This is an optimization exercise on Yosys and OpenROAD, whose aim is small area and a short achievable clock period, not a production implementation.
Only simulation tests tie the RTL to the original design; equivalence was not proved.
Power is estimated from default activity; no workload was simulated.

==> flow/design.v (excerpt) <==
module vtp_shim
(
    input  logic                           clk,
    input  logic                           reset,
    input  logic [52:0]                    afu_rd_req,
    input  logic [115:0]                   afu_wr_req,
    output logic                           afu_rd_almost_full,
    output logic                           afu_wr_almost_full,
    output logic [84:0]                    afu_rd_rsp,
    output logic [52:0]                    fiu_rd_req,
    output logic [115:0]                   fiu_wr_req,
    input  logic                           fiu_rd_almost_full,
    input  logic                           fiu_wr_almost_full,
    input  logic [84:0]                    fiu_rd_rsp,
    input  logic                           load_en,
    input  logic [2:0]                     load_idx,
    input  logic [53:0]                    load_entry,
    output logic                           fault,
    output logic [31:0]                    fault_vaddr
);
Size in the first run: about 1100 flip-flops, about 610 I/O pins.
Settings: LEC_CHECK=0, CAP_MARGIN=20, CORE_MARGIN=2, CORE_UTILIZATION=55, SETUP_SLACK_MARGIN=2.35, SLEW_MARGIN=20; clock period 4.5 ns.
standard.sh (not shown) runs the stock make flow with config.mk's settings and CLKGATE_MAP_FILE= SYNTH_SCRIPT=/design/flow/synth_recipe.tcl, a recipe that flattens the netlist after the stock synthesis.
==> flow/flow/run.sh <==
#!/bin/bash
# Standard ORFS layout, with plain buffers on the ports (stronger ones on inputs with a
# large fanout), footprint-free resizing and a clock tree of smaller buffers without
# dummy loads.
set -euo pipefail
HERE=$(pwd)
export DONT_BUFFER_PORTS=1
export PRE_GLOBAL_PLACE_TCL=$HERE/flow/ports.tcl
export CTS_ARGS="-sink_clustering_enable -repair_clock_nets -dont_use_dummy_load -root_buf sky130_fd_sc_hd__clkbuf_16 -buf_list sky130_fd_sc_hd__clkbuf_8 -sink_clustering_size 16 -sink_clustering_max_diameter 50"
sed 's/CLKGATE_MAP_FILE= /CLKGATE_MAP_FILE= MATCH_CELL_FOOTPRINT=0 /' standard.sh > run_standard.sh
bash run_standard.sh > flow.log 2>&1
==> flow/flow/ports.tcl <==
# Port buffering for global_place.tcl, run as its PRE hook. It does what the script
# would do (remove synthesis buffers, then buffer every input and output port), but
# with plain buffers, and a stronger buffer on inputs that fan out to several cells.
# The script's own remove_buffers call then has nothing left to do and is skipped so
# that it cannot take the port buffers out again.
if {$::env(GPL_TIMING_DRIVEN)} {
  remove_buffers
}
buffer_ports -inputs -buffer_cell sky130_fd_sc_hd__buf_1
buffer_ports -outputs -buffer_cell sky130_fd_sc_hd__buf_1
set strong [[ord::get_db] findMaster sky130_fd_sc_hd__buf_4]
set n 0
foreach inst [[ord::get_db_block] getInsts] {
  if {[[$inst getMaster] getName] ne "sky130_fd_sc_hd__buf_1"} { continue }
  if {![string match "input*" [$inst getName]]} { continue }
  set out [[$inst findITerm X] getNet]
  if {$out eq "NULL"} { continue }
  if {[llength [$out getITerms]] >= 10} {
    $inst swapMaster $strong
    incr n
  }
}
puts "ports.tcl: $n input buffers made sky130_fd_sc_hd__buf_4"
rename remove_buffers {}
proc remove_buffers {args} {}
The first run produced a clean layout.
Rerun with:
- CORE_UTILIZATION: 55 -> 65
What happened: Die area shrinks by about a fifth. Sequential share of layout area rose by 0.30 points. First-iteration DRC count increases by about a fifth. Global-route usage rose by 4.1 points. Routed wire length went down by a few percent. Synthesized cell count does not change. Worst setup slack is worse by 0.036 ns. Worst hold slack degrades by 0.025 ns.
Rerun with:
==> flow/flow/run.sh (replaced) <==
#!/bin/bash
# Standard ORFS layout, with the almost-full pins paired, plain buffers on the ports (stronger ones on inputs with a
# large fanout), footprint-free resizing and a clock tree of smaller buffers without
# dummy loads.
set -euo pipefail
HERE=$(pwd)
export DONT_BUFFER_PORTS=1
export PRE_GLOBAL_PLACE_TCL=$HERE/flow/ports.tcl
export PRE_IO_PLACEMENT_TCL=$HERE/flow/pins.tcl
export CTS_ARGS="-sink_clustering_enable -repair_clock_nets -dont_use_dummy_load -root_buf sky130_fd_sc_hd__clkbuf_16 -buf_list {sky130_fd_sc_hd__clkbuf_4 sky130_fd_sc_hd__clkbuf_8} -sink_clustering_size 12 -sink_clustering_max_diameter 40"
sed 's/CLKGATE_MAP_FILE= /CLKGATE_MAP_FILE= MATCH_CELL_FOOTPRINT=0 /' standard.sh > run_standard.sh
bash run_standard.sh > flow.log 2>&1
==> flow/flow/pins.tcl (new file) <==
# PRE hook of io_placement.tcl: keep each almost-full input next to the output it
# feeds combinationally, so that the path between them stays short.
set_io_pin_constraint -group -order -pin_names {fiu_rd_almost_full afu_rd_almost_full}
set_io_pin_constraint -group -order -pin_names {fiu_wr_almost_full afu_wr_almost_full}
- CORE_UTILIZATION: 65 -> 55
- SETUP_SLACK_MARGIN: 2.35 -> 2.28
Result: Power grows by about 4.5%; cell area hardly moves; fmax shrinks by 0.55%; flip-flop and latch count is unchanged; clock skew grows by 0.0075 ns; wire length grows by about 2%.
Rerun with:
- SETUP_SLACK_MARGIN: 2.28 -> 2.42
- register-to-register slack improves by 0.19 ns
- clock power rose by about 2%
- clock-buffer cell count came out higher by 3
- cell area rose by 3.4%
- total power came out higher by 1.7%
- flip-flop and latch count stays the same
- routed wire length is higher by 0.72%
- maximum frequency rises by 2.1%
- area after synthesis is unchanged
- first-iteration DRC count rises by 13%
- via count grows by 1.3%

-- static timing again, ports no longer ideal --
The results above use ideal ports. As a check the final layouts listed here were re-extracted and re-timed, cells and wires unchanged.
Step 1: set_driving_cell puts a clkbuf_16 on clk and a buf_2 on each other input, an assumption about the parent block.
Step 2 adds t to the input delays and takes it off the output delays; t is the mean of the earliest and latest rising clock arrival at the registers after step 1. Input paths then give back, and output paths get back, about the clock's delay inside the block.
a / b / c = ideal ports / drivers / drivers and shift; a / b = the first two.
run	t (ns)	setup WS [ns]	worst setup path after step 2	worst register clock-pin slew, ns	worst slew at a driven data input, ns
the first run	0.662	2.278 / 2.222 / 1.683	input to register	0.10 / 0.10	0.13
the second run	0.657	2.243 / 2.236 / 1.635	input to register	0.10 / 0.10	0.11
the third run	0.711	2.230 / 2.230 / 1.562	input to register	0.08 / 0.08	0.10
the fourth run	0.702	2.277 / 2.228 / 1.683	input to register	0.08 / 0.08	0.12
After both steps setup and hold are still met in every run listed. For the third run, which loses most, drivers alone change the setup slack by 0.000 ns; drivers and shift together by -0.668 ns.
